What follows belongs to an exercise in optimizing a design on an open flow for small area, a short achievable clock period and few clock cycles per item; a production flow would make more cautious choices.
No run shown here included a check of the RTL's function; only the layout flow was run.

==> flow/design.v <==
`default_nettype none
module bch (
	input  logic        i_clk,
	input  logic        i_arst_n,
	input  logic        i_set,
	input  logic [63:0] i_data,
	output logic        o_ready,
	output logic        o_finish,
	output logic [9:0]  o_data
);
	function automatic [9:0] qsolve(input [9:0] x);
		qsolve[0] = 1'b0;
		qsolve[1] = x[2] ^ x[4] ^ x[7];
		qsolve[2] = x[3] ^ x[4] ^ x[6] ^ x[7];
		qsolve[3] = x[1] ^ x[2] ^ x[4] ^ x[6] ^ x[9];
		qsolve[4] = x[3] ^ x[6] ^ x[7] ^ x[8] ^ x[9];
		qsolve[5] = x[0] ^ x[3] ^ x[6] ^ x[7] ^ x[9];
		qsolve[6] = x[7] ^ x[9];
		qsolve[7] = x[8] ^ x[9];
		qsolve[8] = x[6] ^ x[7] ^ x[9];
		qsolve[9] = x[8];
	endfunction
	function automatic [4:0] t_inv32(input [4:0] x);
		t_inv32[0] = 32'hbd89b432 >> x;
		t_inv32[1] = 32'hba357164 >> x;
		t_inv32[2] = 32'h4c98f3e8 >> x;
		t_inv32[3] = 32'h8a7ba4d8 >> x;
		t_inv32[4] = 32'hed3a0d2c >> x;
	endfunction
	function automatic [4:0] t_l31(input [4:0] x);
		t_l31[0] = 32'h1afb9244 >> x;
		t_l31[1] = 32'hb7903954 >> x;
		t_l31[2] = 32'h2dd584d8 >> x;
		t_l31[3] = 32'ha37162ac >> x;
		t_l31[4] = 32'h7a6628f0 >> x;
	endfunction
	function automatic [4:0] t_l31m3(input [4:0] x);
		t_l31m3[0] = 32'hb41365b4 >> x;
		t_l31m3[1] = 32'h68e77418 >> x;
		t_l31m3[2] = 32'h5f497224 >> x;
		t_l31m3[3] = 32'h4e8a29dc >> x;
		t_l31m3[4] = 32'h939957c >> x;
	endfunction
	function automatic [5:0] t_l33(input [4:0] x);
		t_l33[0] = 32'h69555995 >> x;
		t_l33[1] = 32'hf0c300ff >> x;
		t_l33[2] = 32'h63be30a6 >> x;
		t_l33[3] = 32'h5e952365 >> x;
		t_l33[4] = 32'h56651daa >> x;
		t_l33[5] = 32'h8000 >> x;
	endfunction
	function automatic [5:0] t_l33m3(input [4:0] x);
		t_l33m3[0] = 32'h965a9a64 >> x;
		t_l33m3[1] = 32'hcf33fcc0 >> x;
		t_l33m3[2] = 32'h7a2e688c >> x;
		t_l33m3[3] = 32'ha6d66bb8 >> x;
		t_l33m3[4] = 32'h95996594 >> x;
		t_l33m3[5] = 32'h0 >> x;
	endfunction
	function automatic [4:0] t_sq(input [4:0] x);
		t_sq[0] = 32'ha3be4c2d >> x;
		t_sq[1] = 32'hb51df26 >> x;
		t_sq[2] = 32'h6a3be4c2 >> x;
		t_sq[3] = 32'h30b51df2 >> x;
		t_sq[4] = 32'h7c985a8e >> x;
	endfunction
	function automatic [4:0] t_ki(input [5:0] x);
		t_ki[0] = 64'h1237cfb12 >> x;
		t_ki[1] = 64'h13c2010f2 >> x;
		t_ki[2] = 64'h1779327ba >> x;
		t_ki[3] = 64'hc81b604c >> x;
		t_ki[4] = 64'h18e9fe5c6 >> x;
	endfunction
	function automatic [4:0] t_kt(input [5:0] x);
		t_kt[0] = 64'h1e7d8948d >> x;
		t_kt[1] = 64'h1008794f0 >> x;
		t_kt[2] = 64'h993dd5de >> x;
		t_kt[3] = 64'hdb026320 >> x;
		t_kt[4] = 64'hff2e363a >> x;
	endfunction
	function automatic [9:0] t_a(input [4:0] x);
		t_a[0] = 32'h4ccccccc >> x;
		t_a[1] = 32'h70f0f0f0 >> x;
		t_a[2] = 32'h7f00ff00 >> x;
		t_a[3] = 32'h7fff0000 >> x;
		t_a[4] = 32'h2aaaaaaa >> x;
		t_a[5] = 32'h4ccccccc >> x;
		t_a[6] = 32'h70f0f0f0 >> x;
		t_a[7] = 32'h7f00ff00 >> x;
		t_a[8] = 32'h7fff0000 >> x;
		t_a[9] = 32'h2aaaaaaa >> x;
	endfunction
	function automatic [9:0] t_b(input [5:0] x);
		t_b[0] = 64'h199999998 >> x;
		t_b[1] = 64'h1e1e1e1e0 >> x;
		t_b[2] = 64'h1fe01fe00 >> x;
		t_b[3] = 64'h1fffe0000 >> x;
		t_b[4] = 64'haaaaaaaa >> x;
		t_b[5] = 64'h66666666 >> x;
		t_b[6] = 64'h1e1e1e1e >> x;
		t_b[7] = 64'h1fe01fe >> x;
		t_b[8] = 64'h1fffe >> x;
		t_b[9] = 64'h155555554 >> x;
	endfunction
	function automatic [4:0] m32(input [4:0] a, input [4:0] b);
		logic [8:0] p;
		p = '0;
		for (int i = 0; i < 5; i++)
			if (b[i])
				p = p ^ (9'(a) << i);
		for (int i = 8; i >= 5; i--)
			if (p[i])
				p = p ^ (9'b100101 << (i - 5));
		m32 = p[4:0];
	endfunction
	function automatic [4:0] sq32(input [4:0] a);
		sq32 = m32(a, a);
	endfunction
	function automatic [4:0] add31(input [4:0] x, input [4:0] y);
		logic [5:0] s;
		s = {1'b0, x} + {1'b0, y};
		add31 = s[4:0] + {4'd0, s[5]};
	endfunction
	function automatic [5:0] add33(input [5:0] x, input [5:0] y);
		logic [6:0] s;
		s = {1'b0, x} + {1'b0, y};
		add33 = (s >= 7'd33) ? 6'(s - 7'd33) : s[5:0];
	endfunction
	function automatic [9:0] add1023(input [9:0] x, input [9:0] y);
		logic [10:0] s;
		s = {1'b0, x} + {1'b0, y} + 11'd1;
		add1023 = s[10] ? s[9:0] : 10'(s - 11'd1);
	endfunction
	logic       busy;
	logic [3:0] cnt;
	logic       last;
	logic       fin;
	assign o_ready = !busy;
	assign last    = busy && (cnt == 4'd15);
	always_ff @(posedge i_clk or negedge i_arst_n) begin
		if (!i_arst_n) begin
			busy <= 1'b0;
			cnt  <= '0;
			fin  <= 1'b0;
		end else begin
			fin <= last;
			cnt <= cnt + 1'b1;
			if (!busy) begin
				cnt  <= 4'd1;
				busy <= i_set;
			end else if (last) begin
				busy <= 1'b0;
			end
		end
	end
	logic [63:0] dm;
	logic [9:0]  acc1;
	logic [9:0]  acc3;
	logic [9:0]  fb1;
	logic [9:0]  fb3;
	assign dm  = {i_data[63] && !last, i_data[62:0]};   
	assign fb1 = busy ? acc1 : 10'd0;
	assign fb3 = busy ? acc3 : 10'd0;
	logic [333:0] sx;
	assign sx[0] = dm[5] ^ dm[53];
	assign sx[1] = dm[34] ^ dm[52];
	assign sx[2] = dm[33] ^ dm[46];
	assign sx[3] = dm[7] ^ dm[60];
	assign sx[4] = dm[27] ^ dm[29];
	assign sx[5] = dm[54] ^ dm[57];
	assign sx[6] = dm[17] ^ dm[58];
	assign sx[7] = dm[10] ^ dm[37];
	assign sx[8] = dm[31] ^ dm[62];
	assign sx[9] = dm[0] ^ dm[20];
	assign sx[10] = dm[14] ^ dm[55];
	assign sx[11] = dm[11] ^ dm[48];
	assign sx[12] = dm[1] ^ dm[56];
	assign sx[13] = dm[23] ^ sx[0];
	assign sx[14] = dm[15] ^ sx[3];
	assign sx[15] = dm[12] ^ dm[38];
	assign sx[16] = dm[36] ^ dm[45];
	assign sx[17] = dm[24] ^ dm[61];
	assign sx[18] = dm[9] ^ dm[18];
	assign sx[19] = dm[49] ^ dm[51];
	assign sx[20] = dm[35] ^ dm[59];
	assign sx[21] = dm[4] ^ sx[8];
	assign sx[22] = dm[6] ^ sx[6];
	assign sx[23] = dm[3] ^ sx[7];
	assign sx[24] = dm[21] ^ sx[2];
	assign sx[25] = sx[1] ^ sx[4];
	assign sx[26] = dm[13] ^ sx[5];
	assign sx[27] = dm[47] ^ sx[12];
	assign sx[28] = fb3[7] ^ dm[43];
	assign sx[29] = dm[16] ^ dm[26];
	assign sx[30] = dm[42] ^ sx[10];
	assign sx[31] = sx[9] ^ sx[11];
	assign sx[32] = dm[40] ^ sx[18];
	assign sx[33] = sx[13] ^ sx[20];
	assign sx[34] = sx[14] ^ sx[15];
	assign sx[35] = fb3[4] ^ fb3[5];
	assign sx[36] = fb3[8] ^ dm[22];
	assign sx[37] = dm[19] ^ dm[44];
	assign sx[38] = dm[2] ^ dm[50];
	assign sx[39] = fb3[9] ^ sx[17];
	assign sx[40] = sx[19] ^ sx[25];
	assign sx[41] = fb1[4] ^ dm[28];
	assign sx[42] = fb1[7] ^ dm[43];
	assign sx[43] = dm[30] ^ dm[32];
	assign sx[44] = fb3[6] ^ dm[39];
	assign sx[45] = fb3[3] ^ sx[28];
	assign sx[46] = dm[48] ^ sx[21];
	assign sx[47] = sx[16] ^ sx[27];
	assign sx[48] = sx[23] ^ sx[29];
	assign sx[49] = sx[16] ^ sx[24];
	assign sx[50] = dm[20] ^ sx[26];
	assign sx[51] = sx[31] ^ sx[34];
	assign sx[52] = dm[25] ^ dm[47];
	assign sx[53] = fb1[5] ^ dm[53];
	assign sx[54] = dm[22] ^ dm[41];
	assign sx[55] = fb1[1] ^ dm[18];
	assign sx[56] = dm[32] ^ dm[56];
	assign sx[57] = fb3[2] ^ dm[34];
	assign sx[58] = dm[8] ^ sx[36];
	assign sx[59] = fb1[3] ^ sx[1];
	assign sx[60] = fb1[6] ^ sx[41];
	assign sx[61] = sx[19] ^ sx[35];
	assign sx[62] = dm[33] ^ sx[11];
	assign sx[63] = dm[40] ^ sx[0];
	assign sx[64] = sx[4] ^ sx[32];
	assign sx[65] = dm[3] ^ sx[22];
	assign sx[66] = fb3[0] ^ sx[39];
	assign sx[67] = sx[9] ^ sx[33];
	assign sx[68] = dm[59] ^ sx[46];
	assign sx[69] = dm[29] ^ sx[33];
	assign sx[70] = fb1[9] ^ sx[40];
	assign sx[71] = dm[0] ^ dm[28];
	assign sx[72] = dm[25] ^ dm[54];
	assign sx[73] = fb1[4] ^ dm[8];
	assign sx[74] = fb1[0] ^ dm[61];
	assign sx[75] = fb1[3] ^ dm[12];
	assign sx[76] = dm[14] ^ dm[15];
	assign sx[77] = fb3[1] ^ dm[17];
	assign sx[78] = fb3[8] ^ dm[44];
	assign sx[79] = dm[19] ^ dm[46];
	assign sx[80] = fb1[2] ^ dm[30];
	assign sx[81] = dm[42] ^ dm[63];
	assign sx[82] = dm[26] ^ dm[39];
	assign sx[83] = dm[16] ^ dm[24];
	assign sx[84] = fb3[9] ^ dm[51];
	assign sx[85] = fb1[2] ^ dm[7];
	assign sx[86] = dm[58] ^ sx[38];
	assign sx[87] = sx[2] ^ sx[17];
	assign sx[88] = sx[37] ^ sx[81];
	assign sx[89] = sx[6] ^ sx[12];
	assign sx[90] = sx[8] ^ sx[43];
	assign sx[91] = dm[11] ^ sx[10];
	assign sx[92] = fb1[8] ^ sx[55];
	assign sx[93] = dm[60] ^ sx[54];
	assign sx[94] = dm[2] ^ sx[52];
	assign sx[95] = sx[42] ^ sx[74];
	assign sx[96] = sx[15] ^ sx[53];
	assign sx[97] = sx[35] ^ sx[84];
	assign sx[98] = sx[38] ^ sx[76];
	assign sx[99] = sx[2] ^ sx[28];
	assign sx[100] = sx[5] ^ sx[37];
	assign sx[101] = sx[14] ^ sx[88];
	assign sx[102] = sx[22] ^ sx[57];
	assign sx[103] = dm[1] ^ sx[25];
	assign sx[104] = sx[60] ^ sx[92];
	assign sx[105] = sx[27] ^ sx[30];
	assign sx[106] = dm[9] ^ sx[63];
	assign sx[107] = sx[26] ^ sx[45];
	assign sx[108] = dm[13] ^ sx[89];
	assign sx[109] = dm[4] ^ sx[30];
	assign sx[110] = sx[30] ^ sx[79];
	assign sx[111] = dm[26] ^ sx[61];
	assign sx[112] = sx[13] ^ sx[32];
	assign sx[113] = sx[39] ^ sx[58];
	assign sx[114] = dm[5] ^ sx[24];
	assign sx[115] = sx[59] ^ sx[87];
	assign sx[116] = sx[62] ^ sx[95];
	assign sx[117] = dm[45] ^ sx[21];
	assign sx[118] = sx[48] ^ sx[93];
	assign sx[119] = sx[34] ^ sx[112];
	assign sx[120] = dm[38] ^ sx[50];
	assign sx[121] = sx[47] ^ sx[91];
	assign sx[122] = sx[56] ^ sx[64];
	assign sx[123] = dm[14] ^ sx[65];
	assign sx[124] = sx[66] ^ sx[102];
	assign sx[125] = sx[49] ^ sx[73];
	assign sx[126] = dm[35] ^ sx[50];
	assign sx[127] = sx[31] ^ sx[49];
	assign sx[128] = dm[41] ^ sx[51];
	assign sx[129] = sx[42] ^ sx[70];
	assign sx[130] = sx[69] ^ sx[104];
	assign sx[131] = dm[57] ^ sx[68];
	assign sx[132] = sx[67] ^ sx[122];
	assign sx[133] = sx[51] ^ sx[82];
	assign sx[134] = dm[0] ^ dm[16];
	assign sx[135] = dm[36] ^ sx[72];
	assign sx[136] = sx[75] ^ sx[134];
	assign sx[137] = sx[13] ^ sx[24];
	assign sx[138] = sx[60] ^ sx[90];
	assign sx[139] = sx[135] ^ sx[136];
	assign sx[140] = sx[101] ^ sx[137];
	assign sx[141] = sx[138] ^ sx[139];
	assign sx[142] = sx[70] ^ sx[123];
	assign sx[143] = sx[140] ^ sx[141];
	assign sx[144] = sx[142] ^ sx[143];
	assign sx[145] = dm[49] ^ dm[52];
	assign sx[146] = sx[41] ^ sx[145];
	assign sx[147] = sx[22] ^ sx[146];
	assign sx[148] = sx[105] ^ sx[116];
	assign sx[149] = sx[147] ^ sx[119];
	assign sx[150] = sx[126] ^ sx[148];
	assign sx[151] = sx[149] ^ sx[150];
	assign sx[152] = fb1[0] ^ fb1[9];
	assign sx[153] = dm[2] ^ dm[22];
	assign sx[154] = dm[31] ^ sx[43];
	assign sx[155] = sx[152] ^ sx[153];
	assign sx[156] = sx[14] ^ sx[23];
	assign sx[157] = sx[26] ^ sx[154];
	assign sx[158] = sx[155] ^ sx[115];
	assign sx[159] = sx[156] ^ sx[157];
	assign sx[160] = sx[121] ^ sx[158];
	assign sx[161] = sx[159] ^ sx[130];
	assign sx[162] = sx[160] ^ sx[161];
	assign sx[163] = fb1[4] ^ dm[10];
	assign sx[164] = dm[50] ^ sx[55];
	assign sx[165] = sx[80] ^ sx[163];
	assign sx[166] = sx[100] ^ sx[164];
	assign sx[167] = sx[165] ^ sx[114];
	assign sx[168] = sx[117] ^ sx[166];
	assign sx[169] = sx[167] ^ sx[168];
	assign sx[170] = sx[129] ^ sx[133];
	assign sx[171] = sx[169] ^ sx[170];
	assign sx[172] = fb1[8] ^ dm[37];
	assign sx[173] = sx[3] ^ sx[29];
	assign sx[174] = sx[53] ^ sx[80];
	assign sx[175] = sx[172] ^ sx[22];
	assign sx[176] = sx[173] ^ sx[174];
	assign sx[177] = sx[47] ^ sx[115];
	assign sx[178] = sx[175] ^ sx[176];
	assign sx[179] = sx[68] ^ sx[120];
	assign sx[180] = sx[177] ^ sx[178];
	assign sx[181] = sx[179] ^ sx[180];
	assign sx[182] = dm[3] ^ dm[52];
	assign sx[183] = sx[182] ^ sx[108];
	assign sx[184] = sx[110] ^ sx[183];
	assign sx[185] = sx[130] ^ sx[133];
	assign sx[186] = sx[184] ^ sx[185];
	assign sx[187] = dm[37] ^ dm[39];
	assign sx[188] = sx[18] ^ sx[38];
	assign sx[189] = sx[54] ^ sx[71];
	assign sx[190] = sx[72] ^ sx[85];
	assign sx[191] = sx[187] ^ sx[96];
	assign sx[192] = sx[188] ^ sx[189];
	assign sx[193] = sx[190] ^ sx[65];
	assign sx[194] = sx[191] ^ sx[192];
	assign sx[195] = sx[121] ^ sx[193];
	assign sx[196] = sx[194] ^ sx[129];
	assign sx[197] = sx[195] ^ sx[196];
	assign sx[198] = fb1[1] ^ dm[27];
	assign sx[199] = sx[198] ^ sx[32];
	assign sx[200] = sx[59] ^ sx[96];
	assign sx[201] = sx[98] ^ sx[48];
	assign sx[202] = sx[108] ^ sx[199];
	assign sx[203] = sx[200] ^ sx[125];
	assign sx[204] = sx[201] ^ sx[202];
	assign sx[205] = sx[131] ^ sx[203];
	assign sx[206] = sx[204] ^ sx[205];
	assign sx[207] = fb1[6] ^ dm[25];
	assign sx[208] = dm[51] ^ dm[52];
	assign sx[209] = sx[7] ^ sx[10];
	assign sx[210] = sx[83] ^ sx[85];
	assign sx[211] = sx[207] ^ sx[208];
	assign sx[212] = sx[86] ^ sx[100];
	assign sx[213] = sx[209] ^ sx[210];
	assign sx[214] = sx[211] ^ sx[212];
	assign sx[215] = sx[213] ^ sx[125];
	assign sx[216] = sx[214] ^ sx[132];
	assign sx[217] = sx[215] ^ sx[216];
	assign sx[218] = fb1[5] ^ dm[8];
	assign sx[219] = dm[13] ^ dm[17];
	assign sx[220] = sx[56] ^ sx[75];
	assign sx[221] = sx[218] ^ sx[219];
	assign sx[222] = sx[220] ^ sx[221];
	assign sx[223] = sx[40] ^ sx[106];
	assign sx[224] = sx[109] ^ sx[116];
	assign sx[225] = sx[222] ^ sx[118];
	assign sx[226] = sx[223] ^ sx[224];
	assign sx[227] = sx[225] ^ sx[226];
	assign sx[228] = dm[30] ^ dm[54];
	assign sx[229] = dm[62] ^ sx[77];
	assign sx[230] = sx[228] ^ sx[23];
	assign sx[231] = sx[27] ^ sx[58];
	assign sx[232] = sx[99] ^ sx[229];
	assign sx[233] = sx[40] ^ sx[101];
	assign sx[234] = sx[230] ^ sx[231];
	assign sx[235] = sx[232] ^ sx[67];
	assign sx[236] = sx[233] ^ sx[234];
	assign sx[237] = sx[235] ^ sx[236];
	assign sx[238] = dm[46] ^ sx[0];
	assign sx[239] = sx[43] ^ sx[78];
	assign sx[240] = sx[21] ^ sx[238];
	assign sx[241] = sx[239] ^ sx[47];
	assign sx[242] = sx[48] ^ sx[64];
	assign sx[243] = sx[240] ^ sx[124];
	assign sx[244] = sx[241] ^ sx[242];
	assign sx[245] = sx[128] ^ sx[243];
	assign sx[246] = sx[244] ^ sx[245];
	assign sx[247] = fb3[5] ^ dm[21];
	assign sx[248] = dm[37] ^ dm[50];
	assign sx[249] = sx[52] ^ sx[247];
	assign sx[250] = sx[248] ^ sx[63];
	assign sx[251] = sx[90] ^ sx[249];
	assign sx[252] = sx[103] ^ sx[107];
	assign sx[253] = sx[113] ^ sx[250];
	assign sx[254] = sx[251] ^ sx[252];
	assign sx[255] = sx[253] ^ sx[128];
	assign sx[256] = sx[254] ^ sx[255];
	assign sx[257] = dm[10] ^ dm[36];
	assign sx[258] = dm[58] ^ sx[1];
	assign sx[259] = sx[29] ^ sx[44];
	assign sx[260] = sx[257] ^ sx[61];
	assign sx[261] = sx[94] ^ sx[258];
	assign sx[262] = sx[259] ^ sx[110];
	assign sx[263] = sx[113] ^ sx[260];
	assign sx[264] = sx[261] ^ sx[119];
	assign sx[265] = sx[262] ^ sx[263];
	assign sx[266] = sx[131] ^ sx[264];
	assign sx[267] = sx[265] ^ sx[266];
	assign sx[268] = fb3[7] ^ dm[11];
	assign sx[269] = dm[28] ^ dm[53];
	assign sx[270] = dm[62] ^ sx[18];
	assign sx[271] = sx[37] ^ sx[44];
	assign sx[272] = sx[268] ^ sx[269];
	assign sx[273] = sx[86] ^ sx[270];
	assign sx[274] = sx[271] ^ sx[272];
	assign sx[275] = sx[66] ^ sx[103];
	assign sx[276] = sx[273] ^ sx[274];
	assign sx[277] = sx[118] ^ sx[126];
	assign sx[278] = sx[275] ^ sx[276];
	assign sx[279] = sx[277] ^ sx[278];
	assign sx[280] = fb3[2] ^ dm[7];
	assign sx[281] = dm[27] ^ sx[6];
	assign sx[282] = sx[36] ^ sx[44];
	assign sx[283] = sx[71] ^ sx[83];
	assign sx[284] = sx[280] ^ sx[45];
	assign sx[285] = sx[281] ^ sx[282];
	assign sx[286] = sx[283] ^ sx[46];
	assign sx[287] = sx[105] ^ sx[114];
	assign sx[288] = sx[284] ^ sx[285];
	assign sx[289] = sx[286] ^ sx[287];
	assign sx[290] = sx[288] ^ sx[289];
	assign sx[291] = dm[1] ^ dm[6];
	assign sx[292] = dm[24] ^ dm[27];
	assign sx[293] = dm[32] ^ dm[39];
	assign sx[294] = sx[3] ^ sx[20];
	assign sx[295] = sx[78] ^ sx[291];
	assign sx[296] = sx[292] ^ sx[293];
	assign sx[297] = sx[23] ^ sx[97];
	assign sx[298] = sx[294] ^ sx[295];
	assign sx[299] = sx[296] ^ sx[107];
	assign sx[300] = sx[109] ^ sx[297];
	assign sx[301] = sx[298] ^ sx[127];
	assign sx[302] = sx[299] ^ sx[300];
	assign sx[303] = sx[301] ^ sx[302];
	assign sx[304] = sx[5] ^ sx[45];
	assign sx[305] = sx[94] ^ sx[106];
	assign sx[306] = sx[111] ^ sx[304];
	assign sx[307] = sx[124] ^ sx[127];
	assign sx[308] = sx[305] ^ sx[306];
	assign sx[309] = sx[307] ^ sx[308];
	assign sx[310] = fb3[0] ^ fb3[3];
	assign sx[311] = fb3[6] ^ dm[21];
	assign sx[312] = dm[32] ^ dm[42];
	assign sx[313] = dm[45] ^ dm[60];
	assign sx[314] = sx[7] ^ sx[17];
	assign sx[315] = sx[36] ^ sx[77];
	assign sx[316] = sx[310] ^ sx[311];
	assign sx[317] = sx[312] ^ sx[313];
	assign sx[318] = sx[62] ^ sx[98];
	assign sx[319] = sx[314] ^ sx[315];
	assign sx[320] = sx[316] ^ sx[317];
	assign sx[321] = sx[111] ^ sx[318];
	assign sx[322] = sx[319] ^ sx[320];
	assign sx[323] = sx[69] ^ sx[120];
	assign sx[324] = sx[321] ^ sx[322];
	assign sx[325] = sx[323] ^ sx[324];
	assign sx[326] = fb3[1] ^ dm[12];
	assign sx[327] = sx[44] ^ sx[57];
	assign sx[328] = sx[326] ^ sx[97];
	assign sx[329] = sx[99] ^ sx[327];
	assign sx[330] = sx[117] ^ sx[328];
	assign sx[331] = sx[329] ^ sx[123];
	assign sx[332] = sx[330] ^ sx[132];
	assign sx[333] = sx[331] ^ sx[332];
	always_ff @(posedge i_clk) begin
		acc1[0] <= sx[144];
		acc1[1] <= sx[151];
		acc1[2] <= sx[162];
		acc1[3] <= sx[171];
		acc1[4] <= sx[181];
		acc1[5] <= sx[186];
		acc1[6] <= sx[197];
		acc1[7] <= sx[206];
		acc1[8] <= sx[217];
		acc1[9] <= sx[227];
		acc3[0] <= sx[237];
		acc3[1] <= sx[246];
		acc3[2] <= sx[256];
		acc3[3] <= sx[267];
		acc3[4] <= sx[279];
		acc3[5] <= sx[290];
		acc3[6] <= sx[303];
		acc3[7] <= sx[309];
		acc3[8] <= sx[325];
		acc3[9] <= sx[333];
	end
	logic [9:0] lin;      
	logic [9:0] lx;
	logic [4:0] qt;       
	logic [4:0] qn;       
	logic       qbz;      
	logic [4:0] raw31;
	logic [5:0] raw33;
	logic [4:0] m3_31;
	logic [5:0] m3_33;
	assign lx = fin ? acc1 : lin;
	always_ff @(posedge i_clk) begin
		qt  <= m32(lx[4:0], t_inv32(lx[9:5]));
		qn  <= sq32(lx[4:0]) ^ m32(lx[4:0], lx[9:5]) ^ sq32(lx[9:5]);
		qbz <= (lx[9:5] == 5'd0);
	end
	assign raw31 = t_l31(qn);
	assign raw33 = qbz ? 6'd0 : t_l33(qt);
	assign m3_31 = t_l31m3(qn);
	assign m3_33 = qbz ? 6'd0 : t_l33m3(qt);
	logic [7:0] st;       
	logic [4:0] r1_31;    
	logic [5:0] r1_33;
	logic [4:0] r_31;     
	logic [5:0] r_33;
	logic [4:0] op31;
	logic [5:0] op33;
	logic       s1z;      
	logic       s3z;      
	logic       single;
	logic       nosol;    
	logic       sgl_n;
	logic [4:0] esq;
	logic [9:0] ex;
	logic [9:0] p;
	logic [9:0] p1;
	logic [9:0] od;
	logic       of;
	logic [1:0] ocnt;
	logic       od_lt;
	logic       empty;
	always_ff @(posedge i_clk or negedge i_arst_n) begin
		if (!i_arst_n) begin
			st <= '0;
		end else begin
			st <= {st[6:0], fin};
		end
	end
	assign op31 = st[1] ? r_31 : r1_31;
	assign op33 = st[1] ? r_33 : r1_33;
	assign sgl_n = !s3z && ((r_31 == 5'd0) || (r_31 == 5'd31)) && (r_33 == 6'd0);
	assign esq   = t_sq(r_31);
	assign ex    = {m32(esq, t_ki(r_33)), m32(esq, t_kt(r_33))};
	assign p     = add1023(t_a(r_31), t_b(r_33));
	assign od_lt = (od < p1);
	assign empty = s1z || (!single && nosol);
	always_ff @(posedge i_clk) begin
		if (fin) begin
			s1z <= (acc1 == 10'd0);
			lin <= acc3;
		end else if (st[2]) begin
			lin <= sgl_n ? 10'd1 : s3z ? 10'd32 : (qsolve(ex) ^ 10'd32);
		end else begin
			lin <= lin ^ 10'd1;
		end
		if (st[0]) begin
			s3z   <= (lin == 10'd0);
			r1_31 <= raw31;
			r1_33 <= raw33;
		end
		if (st[2]) begin
			single <= sgl_n;
			nosol  <= !s3z && ^(ex & 10'd288);
		end
		if (st[0]) begin
			r_31 <= m3_31;
			r_33 <= m3_33;
		end else begin
			r_31 <= add31(raw31, op31);
			r_33 <= add33(raw33, op33);
		end
		if (st[5] || (st[7] && !od_lt))
			p1 <= st[5] ? p : od;
	end
	assign o_finish = of;
	assign o_data   = od;
	always_ff @(posedge i_clk or negedge i_arst_n) begin
		if (!i_arst_n) begin
			of   <= 1'b0;
			ocnt <= '0;
		end else begin
			if (st[7]) begin
				of   <= 1'b1;
				ocnt <= empty ? 2'd0 : single ? 2'd1 : 2'd2;
			end else if (of) begin
				if (ocnt == 2'd0)
					of <= 1'b0;
				else
					ocnt <= ocnt - 1'b1;
			end
		end
	end
	always_ff @(posedge i_clk) begin
		if (st[6]) begin
			od <= p;
		end else if (st[7]) begin
			if (empty)
				od <= 10'd1023;
			else if (single || !od_lt)
				od <= p1;
		end else if (ocnt == 2'd2) begin
			od <= p1;
		end else begin
			od <= 10'd1023;
		end
	end
endmodule
`default_nettype wire
==> flow/run.sh <==
#!/bin/bash
# synth_recipe.tcl (not shown) runs the flow's synth.tcl, then flattens the netlist and writes it again
# the make line also repeats each setting of config.mk as NAME=value (left out here)
make -C /OpenROAD-flow-scripts/flow DESIGN_CONFIG=/design/flow/config.mk WORK_HOME=/design/flow/orfs CLKGATE_MAP_FILE= SYNTH_SCRIPT=/design/flow/synth_recipe.tcl finish
==> flow/config.mk <==
export PLATFORM = sky130hd
export DESIGN_NAME = bch
export DESIGN_NICKNAME = bch
export VERILOG_FILES = /design/flow/design.v
export SDC_FILE = /design/flow/constraint.sdc
export NUM_CORES = 4
export LEC_CHECK = 0
export ABC_AREA = 1
export CAP_MARGIN = 20
export CORE_MARGIN = 2
export CORE_UTILIZATION = 40
export SLEW_MARGIN = 20
==> flow/constraint.sdc <==
create_clock -name core_clock -period 6.5 [get_ports {i_clk}]
set_input_delay 1.3000 -clock core_clock [delete_from_list [all_inputs] [get_ports {i_clk}]]
set_output_delay 1.3000 -clock core_clock [all_outputs]
set_load 0.01 [all_outputs]
==> results.toml, run 1 <==
[timing]
clock_skew_ns = 0.02191
tightest_slew_ns = 0.9441
holdWs_ns = 0.3552
tns_ns = 0
max-slew-margin-rel_pct = 36.64
setup_viol = 0
hold_viol_final = 0
max_freq_mhz = 227.6
slew_viol_final = 0
post-route-period-util_pct = 67.58
timing.final.crit_period_ns = 4.393
rsz0062_at_grt = "no"

[min_path]
hold_path_class = "register to register"
hold_depth = 0

[detailed_routing]
drc_errors = 0
first_pass_iters = 6
wl_per_cell_um = 15.23
vias = 12171
wl_um = 36800
via_per_inst = 5.036
drtIter0Drc = 805
antenna_left = 0

[floorplanning]
die_area_um2 = 35410
num_rows = 67
start_util_pct = 40.56
die_w_um = 188.2
core_um2 = 33450
io_pins = 79
die_y_um = 188.2

[grt]
grt_pass1_vias = 11755
track_usage_pct = 20.85
antenna_found_initial = 0
grt_max_degree = 32
grt.overflow.total = 0
grt_pass1_wl_um = 59730

[critical_path]
worstPathArrival_ns = 4.52
worstPathRequired_ns = 6.63
rrSetupSlack_ns = 2.11
path_max_fanout = 11
criticalPathCategory = "register to register"
start_kind = "register"
worstSetupEndpointType = "register"
r2r_cells = 25

[placement]
place_inst = 2401
port_buffers = 78
place_congestion = 0.9201
dpl.hpwl_um = 30140

[job]
drv_cap = 0

[final_layout]
final_cell_mix = "nand2_1 (478), xor2_1 (254), inv_1 (187), xnor2_1 (138), nor2_1 (135)"
layout_commonest_cell = "nand2_1"
finish.utilization_pct = 44.59
fillers = 3402
areaGrowthSynthToFinish_pct = 9.933
stdcell_count = 2417
final_nets = 2113
num_antenna_cells = 0
layout-drive-gt1-share_pct = 6.907

[logic_synthesis]
synth_area_um2 = 13570
postSynthCellCount = 1916
synth_warnings = 1
synthFlopType = "edfxtp_1"
syn-num-nets = 2065
synth.yosys.seq_area_share_pct = 19.22
synth_cell_type_count = 60
synth_edf_count = 44
synthArstFlopShare_pct = 16.35
ys_ff_latch = 104
synth.avg_cell_area_um2 = 7.081

[clocking]
post_cts_buffers = 0
cts_root_buffer = "clkbuf_16"
clk_path_buf_depth = 2
cts_hold_buf = 0
cts_tree = "yes"
cts.clk_slew.worst_paths_ns = 0.09
htreeDepth = 3
cts_inserted_buffers = 9
insertion_delay_ns = 0.37
postCtsResizedCells = 0
cts.sinks = 104

[run_status]
outcome = "finished clean"
## sequential cells by signal, summed over array words and instances, names as in the netlist
signal,count
qbz,1
r_33,6
od,10
p1,10
r1_31,5
lin,10
ocnt,2
acc1,10
qt,5
cnt,4
single,1
r1_33,6
acc3,10
r_31,5
busy,1
s1z,1
qn,5
of,1
nosol,1
st,8
s3z,1
fin,1
## cell type report
class	count	area (µm²)	share of cell area, %
sequential	104	2608	17.48
clock buffer	10	229.0	1.535
clock inverter	6	55.05	0.3691
inverter	203	767.0	5.143
tap	448	560.5	3.758
timing repair buffer	82	810.8	5.436
multi-input combinational	1564	9884	66.28
## worst paths after layout
path                       endpoint  startpoint
max                           od[6]     r_33[0]
min                           st[5]       st[4]
max reg2reg                   od[6]     r_33[0]
min reg2reg                   st[5]       st[4]
max in group asynchronous     st[0]    i_arst_n
min in group asynchronous        of    i_arst_n
## cell usage after synthesis (all sizes together), types with 27 or more instances
cell | count | area (µm²)
o21ai | 98 | 539.3
nand3 | 142 | 750.7
edfxtp | 44 | 1321
a21oi | 72 | 379.1
xnor2 | 149 | 1388
buf | 27 | 240.2
xor2 | 268 | 2464
ha | 79 | 988.5
nand2 | 509 | 2008
inv | 203 | 767.0
nor2 | 148 | 611.8
dfxtp | 43 | 860.8
## metrics by stage
| step | cell area [µm²] | setup WS [ns] |
|---|---|---|
| after floorplan | 13570 | 2.705 |
| after global placement | 14630 | 2.209 |
| after detailed placement | 14630 | 2.091 |
| after CTS | 14910 | 2.118 |
| after global routing | 14910 | 1.452 |
| final | 14910 | 2.107 |
## worst max-delay path, stage by stage, from the launching register on
cell and delay (ns):
dfxtp_1 0.53, inv_1 0.22, ha_1 0.43, nand2_2 0.13
nand3_1 0.14, o21ai_0 0.11, o21ai_0 0.18, ha_1 0.17
inv_1 0.09, fa_1 0.43, nand2_1 0.09, nand3_1 0.10
nand2_1 0.08, nand2_1 0.04, a21oi_1 0.16, nor2_1 0.07
o21ai_0 0.20, nand2_1 0.16, nor2_1 0.17, nand3b_1 0.13
nor2_1 0.22, nand2_1 0.07, nand2_1 0.07, nand2_1 0.06
nand2_1 0.06, nand2_1 0.05
## kinds of logic (layout without fill, tap and decap cells)
kind of cell	after synthesis	in the layout	share of synthesized area [%]
DFF	104	104	19.22
AOI/OAI and AO/OA	221	221	9.702
adders and majority gates	82	82	7.729
xor gates and xnor gates	418	418	28.55
and+or+nand+nor	843	843	26.87
buffers and inverters	248	301	7.922
## routing by layer
metal	vias to the layer above	track usage (%)	wire length (µm)
met5	-	0	0
met4	0	6.935	893
met3	56	1.890	1434
met2	286	35.44	17610
met1	5639	27.75	16870
li1	6190	-	-
==> inputs of run 2 (changes only) <==
--- a/flow/config.mk
+++ b/flow/config.mk
@@ -10,3 +10,4 @@
 export CORE_MARGIN = 2
 export CORE_UTILIZATION = 40
+export SETUP_SLACK_MARGIN = 3.0
 export SLEW_MARGIN = 20
==> run 2 against run 1 <==
  * Still clean
  * Count of clock-buffer cells in the layout rose by 1
  * Final area up 5.6%
  * Sequential share of layout area is 0.62 points lower
  * Routed wire length is 3.7% higher
  * First-iteration DRC count rose by 3.9%
  * Register-to-register slack better by 1.1 ns
  * Synthesized cell count unchanged
  * Clock skew down 0.011 ns
  * Via count is 2.0% higher
  * Critical endpoint is now acc3[3]
==> results.toml, run 2 <==
[run_status]
outcome = "finished clean"

[clocking]
insertion_delay_ns = 0.36
cts.sinks = 104
cts_root_buffer = "clkbuf_16"
htreeDepth = 3
cts_inserted_buffers = 9
cts.clk_slew.worst_paths_ns = 0.08
cts_tree = "yes"
clk_path_buf_depth = 2

[final_layout]
layout_commonest_cell = "nand2_1"
num_antenna_cells = 0
final_cell_mix = "nand2_1 (469), xor2_1 (250), inv_1 (173), xnor2_1 (132), nand3_1 (131)"
areaGrowthSynthToFinish_pct = 16.14
final_nets = 2156
layout-drive-gt1-share_pct = 13.52
fillers = 3329

[logic_synthesis]
postSynthCellCount = 1916
synth.yosys.seq_area_share_pct = 19.22
synthFlopType = "edfxtp_1"
yosysMostFrequentCell = "nand2_1"
synth_area_um2 = 13570
synth_cell_type_count = 60
syn-num-nets = 2065
yosysTopAreaCellShare_pct = 16.40
ys_top_cells_by_area = "xor2_1 (16%), nand2_1 (13%), edfxtp_1 (9.7%)"
synth_warnings = 1
synth_edf_count = 44
synth.top_cells.by_count = "nand2_1 (478), xor2_1 (254), inv_1 (187)"
synth.avg_cell_area_um2 = 7.081
ys_ff_latch = 104
synthArstFlopShare_pct = 16.35
yosysTopAreaCell = "xor2_1"

[detailed_routing]
drtIter0Drc = 836
drc_errors = 0
via_per_inst = 5.044
wl_per_cell_um = 15.51
vias = 12409
first_pass_iters = 5
antenna_left = 0
wl_um = 38150

[critical_path]
worstPathRequired_ns = 6.78
path_max_fanout = 4
worstSetupEndpointType = "register"
worstPathArrival_ns = 3.76
reg2reg_from = "r_31[0]"
start_kind = "input port"
criticalPathCategory = "input port to register"
startpoint = "i_data[53]"

[min_path]
min_from = "st[4]"
hold_path_class = "register to register"

[timing]
tns_ns = 0
rsz0062_at_grt = "yes"
timing.final.crit_period_ns = 3.475
slew_viol_final = 0
setup_viol = 0
max_freq_mhz = 287.7
max-slew-margin-rel_pct = 41.12
tightest_slew_ns = 0.8833
hold_viol_final = 0
post-route-period-util_pct = 53.47
clock_skew_ns = 0.01128

[placement]
place_congestion = 0.9389
dpl.hpwl_um = 30460
port_buffers = 78

[grt]
grt.overflow.total = 0
grt_pass1_wl_um = 60960
antenna_found_initial = 0
grt_max_degree = 32
grt_pass1_vias = 11737
track_usage_pct = 21.22

[job]
drv_cap = 0

[floorplanning]
start_util_pct = 40.56
die_w_um = 188.2
num_rows = 67
die_y_um = 188.2
core_um2 = 33450
io_pins = 79
die_area_um2 = 35410
run 2: changes by cell type in the layout (fill, tap and decap cells not counted), moves of 10 or more:
cell,previous run,this run
dfxtp_1,43,24
buf_4,4,45
dfxtp_4,0,10
inv_1,187,173
ha_1,79,66
run 2: layout make-up:
type / instances / area (µm²) / area share, %
Tap cell: 448 / 560.5 / 3.558
Multi-Input combinational cell: 1564 / 10290 / 65.29
Sequential cell: 104 / 2656 / 16.86
Clock buffer: 11 / 232.7 / 1.477
Timing Repair Buffer: 125 / 1139 / 7.226
Clock inverter: 5 / 81.33 / 0.5162
Inverter: 203 / 799.5 / 5.074
run 2: worst max-delay path, stage by stage:
cell and delay [ns]:
clkdlybuf4s50_1 0.53, or2_1 0.29, nand2_2 0.11, inv_2 0.05
or2_4 0.23, nand2_4 0.10, xor2_1 0.20, xor2_1 0.38
xor2_1 0.21, xor2_1 0.20, xor2_1 0.16
run 2: kinds of logic after synthesis:
family	after synthesis	synth area share [%]
buffers and inverters	248	7.922
xor gates and xnor gates	418	28.55
DFF	104	19.22
adders and majority gates	82	7.729
AOI/OAI and AO/OA	221	9.702
and+or+nand+nor	843	26.87
run 2: final timing paths:
kind	to	slack (ns)	depth (start not counted)
max	acc3[3]	3.02	11
min	st[5]	0.35	0
max reg2reg	od[2]	3.19	24
min reg2reg	st[5]	0.35	0
max in group asynchronous	st[3]	4.53	1
min in group asynchronous	ocnt[1]	1.43	1
run 2: routing by layer:
layer  global-route usage [%]  wire (µm)  part of all wire (%)  vias to the layer above
met4                    4.755        586                   1.5                        0
li1                         -          -                     -                     6276
met2                    37.40      18840                    49                      308
met1                    28.17      17260                    45                     5786
met3                    1.722       1469                   3.9                       39
met5                        0          0                     0                        -
run 2: what timing repair did:
item,CTS,global route
setup endpoints to repair,28,46
hold buffers,0,0
gates resized for setup,49,77
setup buffers,15,28
pin swaps,7,25
run 2: stage by stage:
| stage | area (µm²) | instances | worst slack, ns | hold slack, ns | utilization [%] |
|---|---|---|---|---|---|
| final | 15760 | 2460 | 3.025 | 0.3472 | 47.11 |
| after global routing | 15760 | 2460 | 2.890 | 0.3636 | 47.11 |
| after CTS | 15190 | 2431 | 3.005 | 0.3503 | 45.40 |
| after detailed placement | 14640 | 2400 | 2.220 | 0.3433 | 43.78 |
| after floorplan | 13590 | 1916 | 3.014 | 0.3312 | - |
| after global placement | 14640 | 2400 | 2.309 | 0.3364 | 43.78 |
==> inputs of run 3 (changes only) <==
--- a/flow/config.mk
+++ b/flow/config.mk
@@ -6,5 +6,5 @@
 export NUM_CORES = 4
 export LEC_CHECK = 0
-export ABC_AREA = 1
+export ABC_CLOCK_PERIOD_IN_PS = 3000
 export CAP_MARGIN = 20
 export CORE_MARGIN = 2
==> run 3 against run 2 <==
  * Die area shrank 5.6%
  * Non-clock buffer count grew 79
  * Utilization grew 4.5 points
  * Still clean
  * Synthesized area shrank 5.7%
  * Maximum frequency shrank 7.2%
  * Largest cell class unchanged
  * Synthesized cell count shrank 22%
  * Critical path depth grew 7
  * Sequential share of layout area shrank 0.44 points
  * Global-route usage shrank 0.18 points
  * Clock skew grew 0.0028 ns
==> results.toml, run 3 <==
[detailed_routing]
antenna_left = 0
via_per_inst = 5.317
drc_errors = 0
wl_um = 35860
first_pass_iters = 5
vias = 10862
drtIter0Drc = 621
wl_per_cell_um = 17.55

[logic_synthesis]
synth.yosys.seq_area_share_pct = 20.38
syn-num-nets = 1639
synthArstFlopShare_pct = 16.35
synth_area_um2 = 12790
ys_ff_latch = 104
postSynthCellCount = 1490
yosysTopAreaCellShare_pct = 24.37
synth.top_cells.by_count = "xnor2_1 (356), nor2_1 (139), nand2_1 (106)"
yosysMostFrequentCell = "xnor2_1"
ys_top_cells_by_area = "xnor2_1 (24%), edfxtp_1 (10%), ha_1 (7.7%)"
synthFlopType = "edfxtp_1"
synth_warnings = 1
synth_edf_count = 44
synth.avg_cell_area_um2 = 8.586
yosysTopAreaCell = "xnor2_1"
synth_cell_type_count = 86

[grt]
grt.overflow.total = 0
grt_pass1_wl_um = 56630
grt_pass1_vias = 10676
track_usage_pct = 21.05
met1_usage_pct = 27.11
use_met3_pct = 2.403
antenna_found_initial = 0
grt-busiest-layer = "met2"
grt_max_degree = 31
met2_usage_pct = 37.14

[critical_path]
reg2reg_from = "r_33[2]"
slowest_stage = "or4_4"
crit_cells = 18
criticalPathCategory = "register to register"
r2r-end = "p1[9]"
cpLargestDelayFamily = "simple AND/OR/NAND/NOR gates"
worstPathCellList = "buf_6, buf_4, nor4b_4, nand2b_4, o21ai_2, ha_2, buf_4, nor2b_1, o21ai_1, a21boi_0, o21ai_1, a21boi_0, o21a_1, nor2_2, xnor2_2, or4_4, xnor3_1, a21oi_1"
worst-path-buf-inv = 3
endpoint = "p1[9]"
path_max_fanout = 5
worstPathRequired_ns = 6.60
worstPathArrival_ns = 3.85
start_kind = "register"
r2r_cells = 18
startpoint = "r_33[2]"
cpPeakStageDelay_ns = 0.54
rrSetupSlack_ns = 2.75
worstSetupEndpointType = "register"

[final_layout]
finish.utilization_pct = 51.60
layout_commonest_cell = "xnor2_1"
layout-drive-gt1-share_pct = 22.85
final_nets = 1785
final_cell_mix = "xnor2_1 (330), nor2_1 (124), nand2_1 (101), buf_4 (98), xor2_1 (95)"
num_antenna_cells = 0
fin_area_um2 = 16280
areaGrowthSynthToFinish_pct = 27.28

[floorplanning]
io_pins = 79
die_y_um = 182.8
num_rows = 65
die_area_um2 = 33430
die_w_um = 182.8
start_util_pct = 40.54
core_um2 = 31560

[timing]
hold_viol_final = 0
post-route-period-util_pct = 57.62
clock_skew_ns = 0.01409
rsz0062_at_grt = "yes"
timing.final.crit_period_ns = 3.745
holdWs_ns = 0.3529
max-slew-margin-rel_pct = 29.89
tns_ns = 0
setup_viol = 0
tightest_slew_ns = 1.022
max_freq_mhz = 267.0
slew_viol_final = 0

[placement]
dpl-instance-area_um2 = 13960
dpl.hpwl_um = 26150
port_buffers = 78
place_congestion = 0.9347

[clocking]
cts_inserted_buffers = 9
cts_tree = "yes"
cts.clk_slew.worst_paths_ns = 0.08
cts.sinks = 104
insertion_delay_ns = 0.37
clk_path_buf_depth = 2
htreeDepth = 3
cts_root_buffer = "clkbuf_16"

[min_path]
hold_depth = 0
hold_path_class = "register to register"

[job]
drv_cap = 0

[run_status]
outcome = "finished clean"
[run 3: cell types whose count changed in the layout (fill, tap and decap cells not counted), moves of 19 or more]
cell      before  now
buf_4         45   98
inv_1        173   47
mux2_2         0   28
mux2i_1        0   20
nand2_1      469  101
nand2_2       33    4
nand2b_1       0   19
nand3_1      131   21
o21ai_0       70   29
xnor2_1      132  330
xor2_1       250   95
[run 3: per-stage QoR]
step / setup WS [ns] / std cells
global route: 2.564 / 2043
finish: 2.755 / 2043
detailed placement: 1.903 / 1914
global placement: 1.981 / 1914
floorplan: 2.354 / 1490
CTS: 2.777 / 2017
[run 3: layer usage]
layer,up-vias,part of all wire [%]
met3,67,3.6
met5,-,0
met4,0,2.9
met1,5186,44
met2,259,50
li1,5350,-
[run 3: how the worst min path moves through the flow]
| stage | from | to | slack (ns) |
|---|---|---|---|
| final | st[4] | st[5] | 0.35 |
| after global routing | st[4] | st[5] | 0.37 |
| after CTS | st[4] | st[5] | 0.35 |
| after detailed placement | st[4] | st[5] | 0.34 |
| after global placement | st[4] | st[5] | 0.33 |
| after floorplan | st[3] | st[4] | 0.33 |
[run 3: cells by family after synthesis]
group           share of synthesized area (%)
compound gates                          13.43
xor+xnor                                33.49
fa+ha+maj                               8.274
buf+inv                                 4.509
flops                                   20.38
mux                                     6.866
simple gates                            13.06
[run 3: worst register-to-register path: cells and delay by family, from the launching register on]
| kind | cells | cell delay (ns) |
|---|---|---|
| and+or+nand+nor | 5 | 1.17 |
| AOI/OAI and AO/OA | 7 | 0.94 |
| xor gates and xnor gates | 2 | 0.41 |
| buffers and inverters | 3 | 0.39 |
| DFF | 1 | 0.37 |
| adders and majority gates | 1 | 0.20 |
[run 3: final cells by class]
| cell class | count | area [µm²] |
|---|---|---|
| Timing Repair inverter | 1 | 5.005 |
| Fill cell | 2889 | 15270 |
| Sequential cell | 104 | 2674 |
| Tap cell | 402 | 503.0 |
| Clock buffer | 9 | 225.2 |
| Multi-Input combinational cell | 1252 | 10560 |
| Clock inverter | 7 | 87.58 |
| Timing Repair Buffer | 204 | 1947 |
| Inverter | 64 | 282.8 |
[run 3: what timing repair did]
action,4_1_cts,5_1_grt
gates cloned,3,2
pin swaps,58,46
buffers inserted,84,24
hold buffers,0,0
endpoints found under the setup margin,44,51
gates resized for setup,150,89
==> inputs of run 4 (changes only) <==
--- a/flow/design.v
+++ b/flow/design.v
@@ -118,17 +118,23 @@
 	endfunction
 	function automatic [4:0] add31(input [4:0] x, input [4:0] y);
-		logic [5:0] s;
-		s = {1'b0, x} + {1'b0, y};
-		add31 = s[4:0] + {4'd0, s[5]};
+		logic [5:0] s0;
+		logic [5:0] s1;
+		s0 = {1'b0, x} + {1'b0, y};
+		s1 = {1'b0, x} + {1'b0, y} + 6'd1;
+		add31 = s1[5] ? s1[4:0] : s0[4:0];
 	endfunction
 	function automatic [5:0] add33(input [5:0] x, input [5:0] y);
-		logic [6:0] s;
-		s = {1'b0, x} + {1'b0, y};
-		add33 = (s >= 7'd33) ? 6'(s - 7'd33) : s[5:0];
+		logic [6:0] s0;
+		logic [7:0] s1;
+		s0 = {1'b0, x} + {1'b0, y};
+		s1 = {2'b0, x} + {2'b0, y} + 8'd95;   
+		add33 = s1[7] ? s1[5:0] : s0[5:0];
 	endfunction
 	function automatic [9:0] add1023(input [9:0] x, input [9:0] y);
-		logic [10:0] s;
-		s = {1'b0, x} + {1'b0, y} + 11'd1;
-		add1023 = s[10] ? s[9:0] : 10'(s - 11'd1);
+		logic [10:0] s0;
+		logic [10:0] s1;
+		s0 = {1'b0, x} + {1'b0, y};
+		s1 = {1'b0, x} + {1'b0, y} + 11'd1;
+		add1023 = s1[10] ? s1[9:0] : s0[9:0];
 	endfunction
 	logic       busy;
@@ -568,5 +574,5 @@
 	assign op31 = st[1] ? r_31 : r1_31;
 	assign op33 = st[1] ? r_33 : r1_33;
-	assign sgl_n = !s3z && ((r_31 == 5'd0) || (r_31 == 5'd31)) && (r_33 == 6'd0);
+	assign sgl_n = !s3z && (r_31 == 5'd0) && (r_33 == 6'd0);
 	assign esq   = t_sq(r_31);
 	assign ex    = {m32(esq, t_ki(r_33)), m32(esq, t_kt(r_33))};
--- a/flow/config.mk
+++ b/flow/config.mk
@@ -6,8 +6,8 @@
 export NUM_CORES = 4
 export LEC_CHECK = 0
-export ABC_CLOCK_PERIOD_IN_PS = 3000
+export ABC_AREA = 1
 export CAP_MARGIN = 20
 export CORE_MARGIN = 2
 export CORE_UTILIZATION = 40
-export SETUP_SLACK_MARGIN = 3.0
+export SETUP_SLACK_MARGIN = 3.6
 export SLEW_MARGIN = 20
==> run 4 against run 3 <==
  * Critical path depth up 3
  * First-iteration DRC count up 53%
  * Utilization up 4.0 points
  * Still clean on timing, DRC and antenna
  * Synthesized area up 3.9%
  * Setup slack better by 0.30 ns
  * Routed wire length up 22%
  * Final cell count up 26%
==> results.toml, run 4 <==
[timing]
max-slew-margin-rel_pct = 40.90
post-route-period-util_pct = 53.00
tightest_slew_ns = 0.8865
tns_ns = 0
hold_viol_final = 0
setup_viol = 0
rsz0062_at_grt = "yes"
clock_skew_ns = 0.01023
timing.final.crit_period_ns = 3.445
slew_viol_final = 0
max_freq_mhz = 290.3

[logic_synthesis]
synth.avg_cell_area_um2 = 6.913
synth_cell_type_count = 60
synth.yosys.seq_area_share_pct = 19.63
postSynthCellCount = 1922
syn-num-nets = 2077
yosysTopAreaCell = "xor2_1"
synth_warnings = 1
synth.top_cells.by_count = "nand2_1 (490), xor2_1 (278), inv_1 (202)"
synth_area_um2 = 13290
yosysTopAreaCellShare_pct = 18.33
yosysMostFrequentCell = "nand2_1"
ys_ff_latch = 104
ys_top_cells_by_area = "xor2_1 (18%), nand2_1 (14%), edfxtp_1 (9.9%)"
synthArstFlopShare_pct = 16.35
synth_edf_count = 44
synthFlopType = "edfxtp_1"

[min_path]
hold_path_end = "st[5]"
min_from = "st[4]"
hold_depth = 0
hold_path_class = "register to register"

[critical_path]
criticalPathCategory = "register to register"
rrSetupSlack_ns = 3.06
path_max_fanout = 19
worstSetupEndpointType = "register"
start_kind = "register"
r2r_cells = 21
worstPathArrival_ns = 3.56
r2r-end = "od[9]"
worstPathRequired_ns = 6.61
reg2reg_from = "r_33[0]"

[clocking]
cts.clk_slew.worst_paths_ns = 0.08
cts_tree = "yes"
cts_inserted_buffers = 9
cts_hold_buf = 0
clk_path_buf_depth = 2
htreeDepth = 3
cts.sinks = 104
cts_root_buffer = "clkbuf_16"
insertion_delay_ns = 0.36

[final_layout]
layout-drive-gt1-share_pct = 26.32
final_nets = 2285
stdcell_count = 2577
fin_area_um2 = 18150
final_cell_mix = "nand2_1 (455), xor2_1 (204), inv_1 (160), buf_4 (139), nand3_1 (127)"
num_antenna_cells = 0
areaGrowthSynthToFinish_pct = 36.60
finish.utilization_pct = 55.64
layout_commonest_cell = "nand2_1"
fillers = 2908

[detailed_routing]
first_pass_iters = 7
wl_per_cell_um = 16.98
wl_um = 43760
drc_errors = 0
antenna_left = 0
via_per_inst = 5.144
drtIter0Drc = 950
vias = 13255

[grt]
grt.overflow.total = 0
track_usage_pct = 23.87
antenna_found_initial = 0
grt_max_degree = 24
grt_pass1_wl_um = 65210
grt_pass1_vias = 12553

[floorplanning]
die_area_um2 = 34690
io_pins = 79
start_util_pct = 40.73
num_rows = 66
die_w_um = 186.3
die_y_um = 186.3
core_um2 = 32620

[placement]
port_buffers = 78
dpl-instance-area_um2 = 14700
place_inst = 2403
dpl.hpwl_um = 30400
place_congestion = 0.9488

[job]
drv_cap = 0

[run_status]
outcome = "finished clean"
## run 4: cell count changes in the layout (fill, tap and decap cells not counted), moves of 48 or more
cell / previous run / this run
clkdlybuf4s50_1: 78 / 21
xor2_1: 95 / 204
xor2_2: 8 / 56
xnor2_1: 330 / 100
inv_1: 47 / 160
nand2_1: 101 / 455
nand3_1: 21 / 127
## run 4: logic make-up (layout without fill, tap and decap cells)
logic type	Yosys count	after routing	share of synthesized area, %
simple gates	834	834	26.23
fa+ha+maj	88	88	8.570
flops	104	104	19.63
buf+inv	256	469	7.844
compound gates	213	213	9.191
xor+xnor	427	427	28.54
## run 4: layer usage
| metal | global-route usage (%) | routed length (µm) |
|---|---|---|
| met2 | 42.86 | 21850 |
| met4 | 8.189 | 1830 |
| met3 | 2.375 | 2154 |
| met5 | 0 | 0 |
| met1 | 29.82 | 17920 |
## run 4: worst max-delay path by stage
| stage | slack [ns] | start | to | cells past startpoint |
|---|---|---|---|---|
| after floorplan | 3.18 | r_33[1] | od[3] | 20 |
| after global placement | 2.43 | r_33[5] | p1[1] | 20 |
| after detailed placement | 2.34 | r_33[5] | p1[1] | 17 |
| after CTS | 3.09 | r_33[0] | od[3] | 22 |
| after global routing | 2.81 | r_33[0] | od[6] | 21 |
| final | 3.06 | r_33[0] | od[9] | 21 |
## run 4: final cells by class
class	count	area [µm²]	area share, %
Clock buffer	10	229.0	1.262
Clock inverter	6	45.04	0.2482
Inverter	213	874.6	4.819
Multi-Input combinational cell	1562	11620	64.00
Sequential cell	104	2678	14.75
Tap cell	442	553.0	3.047
Timing Repair Buffer	240	2155	11.87
## run 4: through the flow
| stage | setup slack [ns] | hold slack (ns) |
|---|---|---|
| 3_3_place_gp | 2.428 | 0.3327 |
| 5_1_grt | 2.805 | 0.3681 |
| 3_5_place_dp | 2.339 | 0.3412 |
| 2_1_floorplan | 3.183 | 0.3312 |
| 4_1_cts | 3.087 | 0.3531 |
| 6_report | 3.055 | 0.3514 |
## run 4: what timing repair did
item / in CTS / in global routing
resized for setup: 309 / 184
cloned: 1 / 0
setup buffers: 113 / 44
pin swaps: 131 / 124
endpoints found under the setup margin: 70 / 71
hold endpoints to repair: 0 / 0
## run 4: critical path, cell delays in order (launching register included)
cell and delay (ns):
dfxtp_4 0.37, inv_8 0.08, ha_4 0.16, nand2_4 0.07, nor2_4 0.15, nor2_4 0.07, a211oi_2 0.21, ha_2 0.22
inv_2 0.04, fa_2 0.38, nor3_2 0.15, nor2_2 0.08, o21ai_2 0.20, xnor2_2 0.11, nor2_2 0.13, nand3_2 0.13
xor2_4 0.18, buf_12 0.16, nand2_1 0.05, o21ai_1 0.08, nor2_1 0.11, nor2_1 0.05
==> inputs of run 5 (changes only) <==
--- a/flow/config.mk
+++ b/flow/config.mk
@@ -10,4 +10,4 @@
 export CORE_MARGIN = 2
 export CORE_UTILIZATION = 40
-export SETUP_SLACK_MARGIN = 3.6
+export SETUP_SLACK_MARGIN = 3.2
 export SLEW_MARGIN = 20
==> run 5 against run 4 <==
  * Final area shrank 6.8%
  * Utilization shrank 3.8 points
  * Synthesized area is the same
  * Count of clock-buffer cells in the layout grew 3
  * Highest routed layer unchanged
==> results.toml, run 5 <==
[timing]
tns_ns = 0
max_freq_mhz = 288.8
hold_viol_final = 0
clock_skew_ns = 0.01170
timing.final.crit_period_ns = 3.463
max-slew-margin-rel_pct = 41.37
rsz0062_at_grt = "yes"
slew_viol_final = 0
setup_viol = 0
holdWs_ns = 0.3471
tightest_slew_ns = 0.8794
post-route-period-util_pct = 53.27

[logic_synthesis]
synthFlopType = "edfxtp_1"
syn-num-nets = 2077
yosysTopAreaCell = "xor2_1"
yosysTopAreaCellShare_pct = 18.33
synthArstFlopShare_pct = 16.35
synth_cell_type_count = 60
ys_top_cells_by_area = "xor2_1 (18%), nand2_1 (14%), edfxtp_1 (9.9%)"
synth.avg_cell_area_um2 = 6.913
synth_edf_count = 44
synth.top_cells.by_count = "nand2_1 (490), xor2_1 (278), inv_1 (202)"
postSynthCellCount = 1922
synth_warnings = 1
synth_area_um2 = 13290
ys_ff_latch = 104
yosysMostFrequentCell = "nand2_1"
synth.yosys.seq_area_share_pct = 19.63

[final_layout]
fillers = 3142
areaGrowthSynthToFinish_pct = 27.36
final_nets = 2239
final_cell_mix = "nand2_1 (471), xor2_1 (243), inv_1 (175), nand3_1 (132)"
layout-drive-gt1-share_pct = 18.57
fin_area_um2 = 16920
num_antenna_cells = 0
layout_commonest_cell = "nand2_1"

[detailed_routing]
first_pass_iters = 6
wl_um = 39420
antenna_left = 0
drc_errors = 0
drtIter0Drc = 891
vias = 12681
via_per_inst = 5.010
wl_per_cell_um = 15.58

[grt]
grt_pass1_wl_um = 61180
grt_pass1_vias = 11915
track_usage_pct = 22.33
antenna_found_initial = 0
grt.overflow.total = 0
grt_max_degree = 30

[clocking]
cts_hold_buf = 0
htreeDepth = 3
clk_path_buf_depth = 2
cts.sinks = 104
insertion_delay_ns = 0.36
cts_inserted_buffers = 9
cts.clk_slew.worst_paths_ns = 0.07
cts_root_buffer = "clkbuf_16"
cts_tree = "yes"

[critical_path]
start_kind = "register"
cpPeakStageDelay_ns = 0.47
slowest_stage = "fa_2"
worstPathArrival_ns = 3.57
cpLargestDelayFamily = "adder cells"
criticalPathCategory = "register to register"
r2r_cells = 20
path_max_fanout = 13
startpoint = "r_33[1]"
worstSetupEndpointType = "register"
r2r-end = "od[2]"
worstPathRequired_ns = 6.61
rrSetupSlack_ns = 3.04
worstPathCellList = "buf_4, ha_1, nor3_2, a211oi_2, ha_2, inv_2, fa_2, inv_2, ha_4, inv_4, nor3_4, nand2_2, nor2_2, nand3_2, xor2_4, buf_12, nand2_1, o21ai_2, nor2_1, nor2_1"
worst-path-buf-inv = 5
reg2reg_from = "r_33[1]"

[floorplanning]
die_area_um2 = 34690
die_w_um = 186.3
die_y_um = 186.3
start_util_pct = 40.73
core_um2 = 32620
num_rows = 66
io_pins = 79

[placement]
dpl.hpwl_um = 29840
place_congestion = 0.8909
port_buffers = 78
dpl-instance-area_um2 = 14550

[min_path]
hold_path_end = "st[5]"
hold_depth = 0
hold_path_class = "register to register"
min_from = "st[4]"

[job]
drv_cap = 0

[run_status]
outcome = "finished clean"
-- run 5: worst max-delay path by stage --
| stage | endpoint | slack [ns] | cells past startpoint |
|---|---|---|---|
| 2_1_floorplan | od[3] | 3.18 | 20 |
| 3_5_place_dp | p1[1] | 2.21 | 20 |
| 6_report | od[2] | 3.04 | 20 |
| 3_3_place_gp | p1[1] | 2.27 | 20 |
| 5_1_grt | od[0] | 2.87 | 20 |
| 4_1_cts | p1[1] | 3.10 | 19 |
-- run 5: what timing repair did --
item | 4_1_cts | 5_1_grt
resized for setup | 135 | 134
pin swaps | 28 | 58
endpoints found under the setup margin | 59 | 64
buffers inserted | 54 | 59
-- run 5: final cells by class --
type	count	area [µm²]	area share, %
clock buffer	13	281.5	1.664
clock inverter	3	23.77	0.1405
inverter	213	860.8	5.087
multi-input combinational	1562	10810	63.87
sequential	104	2675	15.81
tap	442	553.0	3.268
timing repair buffer	194	1719	10.16
-- run 5: through the flow --
stage               worst slack, ns  utilization, %  std cells
finish                        3.037           51.88       2531
global placement              2.273           44.61       2402
CTS                           3.104           48.69       2472
floorplan                     3.183               -       1922
detailed placement            2.215           44.61       2402
global route                  2.868           51.88       2531
-- run 5: cells by family (layout without fill, tap and decap cells) --
| logic type | Yosys count | after routing | share of synthesized area, % |
|---|---|---|---|
| simple gates | 834 | 834 | 26.23 |
| xor+xnor | 427 | 427 | 28.54 |
| buf+inv | 256 | 423 | 7.844 |
| compound gates | 213 | 213 | 9.191 |
| flops | 104 | 104 | 19.63 |
| fa+ha+maj | 88 | 88 | 8.570 |
-- run 5: routing by layer --
layer	vias up	GRT usage, %	wire [µm]
li1	6394	-	-
met1	5880	28.56	17230
met2	329	38.86	19170
met3	78	2.629	1678
met4	0	7.811	1343
met5	-	0	0

[re-timing with driven ports]
How much do the figures lean on ideal ports? The routed layouts below were timed once more, with nothing changed but the port constraints. Step 1, drivers: a clkbuf_16 drives i_clk and a buf_2 each remaining input, both assumed. Step 2, shift: input delay + t, output delay - t, t = (earliest + latest rising clock arrival at the registers) / 2. This alone moves slack from input paths to output paths. Slacks: no drivers / after step 1 / after step 2; pairs: no drivers / after step 1.
run | t, ns | setup WS [ns] | worst setup path at the end | clock arrival spread, ns
run 1 | 0.410 | 2.107 / 2.107 / 2.107 | register to register | 0.022 / 0.022
run 2 | 0.407 | 3.025 / 3.058 / 2.651 | input to register | 0.011 / 0.011
run 3 | 0.402 | 2.755 / 2.755 / 2.707 | input to register | 0.015 / 0.015
run 4 | 0.402 | 3.055 / 3.055 / 2.996 | input to register | 0.011 / 0.010
run 5 | 0.408 | 3.037 / 3.037 / 2.789 | input to register | 0.012 / 0.012
After both steps setup and hold are still met in every run listed. The setup slack of run 2, which loses most, moves by +0.033 ns with the drivers and by -0.374 ns with both steps.
